From an optimization exercise on the open Yosys and OpenROAD flow, aimed at small area; shortcuts taken in it are not production practice. Function was checked by simulation only, so behaviour that the tests miss may differ from the original. No activity file was given, so power comes from the tool's default toggle rates.

== wip/cedar ==
## mnist_pixel_loader
module mnist_pixel_loader #(
  parameter int NUM_PIXELS = 784,
  parameter int PIX_W      = 8,
  parameter int THRESH     = 128,
  parameter int TIMEOUT    = 20000
) (
  input  logic                  clk,
  input  logic                  rst_n,
  input  logic                  pix_valid,
  output logic                  pix_ready,
  input  logic [PIX_W-1:0]      pix_data,
  input  logic                  pix_last,
  output logic [NUM_PIXELS-1:0] image_bits,
  output logic                  fp_start,
  input  logic                  fp_done,
  output logic                  busy,
  output logic                  frame_err,
  output logic                  fp_timeout,
  output logic [15:0]           frame_count
);
Settings: LEC_CHECK=0, CAP_MARGIN=20, CORE_MARGIN=2, CORE_UTILIZATION=40, GPL_TIMING_DRIVEN=0, SLEW_MARGIN=20; clock period 5.0 ns.
standard.sh (not shown) runs the stock make flow with config.mk's settings and CLKGATE_MAP_FILE= SYNTH_SCRIPT=/design/flow/synth_recipe.tcl, a recipe that flattens the netlist after the stock synthesis.
==> flow/flow/run.sh <==
#!/bin/bash
# The standard layout (standard.sh: the standard synthesis, floorplan, placement, CTS,
# routing) with two changes:
#  - port buffers are the smallest buffer, buf_1, instead of the cell buffer_ports picks;
#  - clock tree: clkbuf_8 leaf clusters of at most 16 sinks and 60 um, no dummy loads.
# All make/tool output goes to flow_run.log here; ORFS's per-step logs are under orfs/logs/.
set -euo pipefail
bash standard.sh \
  BUFFER_PORTS_ARGS="-buffer_cell sky130_fd_sc_hd__buf_1" \
  CTS_ARGS="-sink_clustering_enable -repair_clock_nets -dont_use_dummy_load -buf_list sky130_fd_sc_hd__clkbuf_8 -sink_clustering_size 16 -sink_clustering_max_diameter 60" \
  finish > flow_run.log 2>&1
wip/cedar finished every stage and its layout cleared the timing, design-rule and antenna checks.
Here is what was changed in the inputs of wip/amber compared with wip/cedar.
Settings: PLACE_DENSITY: unset -> 0.85; GPL_TIMING_DRIVEN: 0 -> unset.
Notes after the runs:
- Setup slack in wip/amber is smaller than in wip/cedar.
- Row layout overhead on the synthesized area: wip/amber lower / wip/cedar higher
- Changes observed in wip/amber relative to wip/cedar: cell leakage power shows a reduction of 0.50 nW, non-clock buffer count now smaller, top-level I/O count roughly the same.
For wip/juniper, these inputs were changed with respect to wip/amber:
Settings: clearing PLACE_DENSITY, which used to be 0.85.
### Flow results
In summary, wip/juniper completed successfully, with a layout that passed the timing, design-rule and antenna checks. Diff wip/amber -> wip/juniper: initial antenna violation count barely changed, total instance count after detailed placement barely changed, weighted congestion at the end of routability-driven global placement dropped about 1.3%. [compare] base=wip/amber new=wip/juniper: first-iteration DRC count decreased by 912 relative to the old numbers; areal power density over the cells increased by 0.71% relative to the old numbers; total length of routed wires increased by 6.0% relative to the old numbers; clock share of power increased by 0.4 points relative to the old numbers.
### wip/juniper -> wip/ember
Settings: swapping 40 for 60 in CORE_UTILIZATION.
Findings:
wip/ember failed in 3_2_place_iop with PPL-0024. wip/juniper -> wip/ember: flop and latch count out of synthesis delta 0, exact match. There was hardly any difference in compound-gate portion of the synthesized area between wip/ember and wip/juniper. Delta(vertical die dimension, wip/ember - wip/juniper) < 0. Higher overall die width among wip/ember and wip/juniper: wip/juniper. Diff wip/ember..wip/juniper | number of enable-type register cells in the synthesized netlist | unchanged. The number of placement rows of wip/ember is lower than that of wip/juniper. wip/juniper → wip/ember: synthesized instance count essentially unchanged; starting density of the core up 20 points.

Starting RTL as in the previous note.
Settings: LEC_CHECK=0, CAP_MARGIN=5, CORE_MARGIN=2, CORE_UTILIZATION=40, SLEW_MARGIN=5; clock period 5.0 ns.
Scripts as last shown in full above: flow/flow/run.sh
Next try:
==> flow/flow/run.sh (replaced) <==
#!/bin/bash
# The standard layout (standard.sh: the standard synthesis, floorplan, placement, CTS,
# routing) with two changes:
#  - port buffers are the smallest buffer, buf_1, instead of the cell buffer_ports picks;
#  - clock tree: clkbuf_8 leaf clusters of at most 17 sinks and 60 um, no dummy loads.
# All make/tool output goes to flow_run.log here; ORFS's per-step logs are under orfs/logs/.
set -euo pipefail
bash standard.sh \
  BUFFER_PORTS_ARGS="-buffer_cell sky130_fd_sc_hd__buf_1" \
  CTS_ARGS="-sink_clustering_enable -repair_clock_nets -dont_use_dummy_load -buf_list sky130_fd_sc_hd__clkbuf_8 -sink_clustering_size 17 -sink_clustering_max_diameter 60" \
  finish > flow_run.log 2>&1
--- a/flow/config.mk
+++ b/flow/config.mk
@@ -7,5 +7,5 @@
 export LEC_CHECK = 0
-export CAP_MARGIN = 5
+export CAP_MARGIN = 20
 export CORE_MARGIN = 2
 export CORE_UTILIZATION = 40
-export SLEW_MARGIN = 5
+export SLEW_MARGIN = 20
The new run finished with timing, DRC and antenna clean.
Utilization is about the same.
Area after synthesis stays the same.
Sequential share of layout area is higher by 0.11 points.
Design area hardly moves.
Total power is lower slightly.
Wire length stays flat.
Die area is unchanged.
Combinational power barely changes.
Non-clock buffer count stays the same.

## static timing again, ports no longer ideal
No port has a modelled driver above. Below, the same layouts with a new extraction and two added sets of constraints.
Step 1, drivers: a clkbuf_16 drives clk and a buf_2 each remaining input, both assumed.
Step 2 moves the port delays by t, midway between the first and last clock arrival at a register: inputs arrive t later, outputs are due t later. That takes back most of the time a late clock gives input paths.
Three values: no drivers, after step 1, after step 2; two values: the first two.
run | t (ns) | setup slack, ns | hold slack, ns
wip/cedar | 0.729 | 2.032 / 2.032 / 1.484 | 0.138 / 0.110 / 0.446
wip/amber | 0.726 | 1.714 / 1.714 / 1.567 | 0.318 / 0.286 / 0.451
wip/juniper | 0.710 | 1.780 / 1.780 / 1.619 | 0.414 / 0.391 / 0.444
the first run of note 2 | 0.710 | 1.780 / 1.780 / 1.619 | 0.414 / 0.391 / 0.444
the second run of note 2 | 0.714 | 1.723 / 1.723 / 1.638 | 0.419 / 0.396 / 0.449
After both steps setup and hold are still met in every run listed. The setup slack of wip/cedar, which loses most, moves by 0.000 ns with the drivers and by -0.548 ns with both steps.
